Source: an optimization exercise on an open RTL-to-GDS flow (aim: small area and a short achievable clock period). Production flows keep margins and buffers that such runs may drop.
The RTL was checked by simulation tests, not by an equivalence proof against the original design.
Power is estimated from default activity; no workload was simulated.

Design bin_morph_3x3, start of the top module:
module bin_morph_3x3 #(
  parameter int IMG_WIDTH = 640,
  parameter int MODE      = 0,
  parameter int XW        = 11
) (
  input  logic clk,
  input  logic rst,
  input  logic per_frame_vsync,
  input  logic per_frame_href,
  input  logic per_frame_clken,
  input  logic per_img_Bit,
  output logic post_frame_vsync,
  output logic post_frame_href,
  output logic post_frame_clken,
  output logic post_img_Bit
);
Size in the first run: roughly 2300 cells after synthesis, ~980 flip-flops, about 10 I/O pins, about 0.038 mm^2 of cells after synthesis.
Settings: LEC_CHECK=0, ABC_CLOCK_PERIOD_IN_PS=2500, CAP_MARGIN=20, CORE_MARGIN=2, CORE_UTILIZATION=40, CTS_BUF_LIST=sky130_fd_sc_hd__clkbuf_16, CTS_CLUSTER_DIAMETER=80, CTS_CLUSTER_SIZE=20, SETUP_SLACK_MARGIN=2.5, SLEW_MARGIN=20; clock period 5.5 ns.
standard.sh (not shown) runs the stock make flow with config.mk's settings and CLKGATE_MAP_FILE= SYNTH_SCRIPT=/design/flow/synth_recipe.tcl, a recipe that flattens the netlist after the stock synthesis.
==> flow/flow/run.sh <==
#!/bin/bash
# Standard layout, with the ports buffered by buf_4 cells instead of the
# buffer ORFS picks by default. Each tool's output goes to a log file here.
set -e
cp standard.sh standard_sh.log
export BUFFER_PORTS_ARGS="-buffer_cell sky130_fd_sc_hd__buf_4"
bash standard.sh > standard.log 2>&1
Rerun with:
==> flow/run.sh (new file) <==
#!/bin/bash
# synth_recipe.tcl (not shown) runs the flow's synth.tcl, then flattens the netlist and writes it again
# the make line also repeats each setting of config.mk as NAME=value (left out here)
make -C /OpenROAD-flow-scripts/flow DESIGN_CONFIG=/design/flow/config.mk WORK_HOME=/design/flow/orfs CLKGATE_MAP_FILE= SYNTH_SCRIPT=/design/flow/synth_recipe.tcl finish
removed: flow/flow/run.sh
removed: flow/standard.sh
Die area stays the same.
Global-route usage drops by 0.10 points.
Cell area barely changes.
Via count hardly moves.
Clock-buffer cell count climbs by 1.
Maximum frequency climbs by a few percent.

== run 1 ==
Another version of the RTL of bin_morph_3x3 (not shown whole).
Size in the first run: about 970 flip-flops, ~10 I/O pins, about 38,000 µm² of cells after synthesis.
clock: 5.5 ns
lec_check: 0
abc_clock_period_in_ps: 1500
cap_margin: 20
core_margin: 2
core_utilization: 40
cts_buf_list: sky130_fd_sc_hd__clkbuf_16
cts_cluster_diameter: 80
cts_cluster_size: 20
setup_slack_margin: 2.5
slew_margin: 20
run.sh (not shown) runs the stock make flow with config.mk's settings and CLKGATE_MAP_FILE= SYNTH_SCRIPT=/design/flow/synth_recipe.tcl, a recipe that flattens the netlist after the stock synthesis.
Stock flow here: none of the scripts above is used.
Changes in run 2 relative to run 1:
- ABC_CLOCK_PERIOD_IN_PS removed (was 1500)
- ABC_AREA newly set to 1
- SETUP_SLACK_MARGIN changed from 2.5 to 3.4
## What came out
- Taking run 2 over run 1, the final standard cell area without fillers ratio works out to 1.06.
- Comparing clock share of power for run 2 and run 1, the smaller number came from run 2.
- Going from run 1 to run 2, cell leakage power grew by more than a quarter.
Setup changes, run 2 to run 3
- SETUP_SLACK_MARGIN changed from 3.4 to 2.8
Results
Post-route worst setup slack deteriorates in run 3 relative to run 2.
Run 2 → run 3: post-cts sizing count lower; sequential cell area share higher; setup clock skew after layout lower.
Sort run 3 and run 2 by count of clock-buffer cells in the layout desc -> top: run 3
Higher area added between synthesis and finish was reported by run 2, not run 3.
Looking at first element of the critical path, the post_frame_href result is from run 2; the pb[7] one comes from run 3.
As of run 3, total via count after detailed routing had fallen by a few percent compared to run 2.
Run 2 → run 3: critical path depth higher, cell-internal power moved down, total chip power went down.
Utilization was higher in run 2 than in run 3.
Setup changes, run 3 to run 4
- CTS_CLUSTER_DIAMETER now 90, was 80
- CTS_CLUSTER_SIZE now 25, was 20
- ABC_CLOCK_PERIOD_IN_PS now 2500, previously not set
- ABC_AREA no longer set, was 1
- SETUP_SLACK_MARGIN now 2.5, was 2.8
## What came out
Run 4 has clock skew above what run 3 had.
Via count of the first global-routing pass shrinks slightly when moving from run 3 to run 4.
Compared with run 3, in run 4 met1 demand-to-capacity share in global routing rose 0.92 points; clock insertion delay at the later pin of the skew report comparable.
In the tables for run 4 and run 3, largest fanout on the critical path reads higher with run 3.
Per the comparison of run 4 with run 3, total power saw a decrease, final cell count fell by about 17%, final period demand of the worst path now sits higher, final layout net count dropped 697.
The share of the clock period used by the worst path after layout of run 4 is higher than that of run 3.

## re-timing with driven ports
In the flow no input, the clock included, has a driving cell. The finished layouts below were timed again as built, in two steps. Step 1: set_driving_cell puts a clkbuf_16 on clk and a buf_2 on each other input, an assumption about the parent block. Step 2 moves the port delays by t, midway between the first and last clock arrival at a register: inputs arrive t later, outputs are due t later. That takes back most of the time a late clock gives input paths. a / b / c = ideal / step 1 / step 2; a / b = the first two.
| run | t, ns | setup slack, ns | worst hold slack (ns) | pins driven straight from the clock port |
|---|---|---|---|---|
| the first run of note 1 | 0.712 | 2.493 / 2.493 / 1.991 | 0.434 / 0.434 / 0.434 | 1 |
| the second run of note 1 | 0.705 | 2.582 / 2.620 / 1.917 | 0.452 / 0.452 / 0.452 | 1 |
| run 1 | 0.703 | 2.690 / 2.690 / 2.358 | 0.444 / 0.444 / 0.444 | 1 |
| run 2 | 0.708 | 3.329 / 3.259 / 2.823 | 0.434 / 0.434 / 0.434 | 1 |
| run 3 | 0.690 | 2.857 / 2.828 / 2.375 | 0.471 / 0.471 / 0.471 | 1 |
| run 4 | 0.690 | 2.607 / 2.607 / 2.349 | 0.451 / 0.451 / 0.451 | 1 |
After both steps setup and hold are still met in every run listed. For the second run of note 1, which loses most, drivers alone change the setup slack by +0.038 ns; drivers and shift together by -0.665 ns.
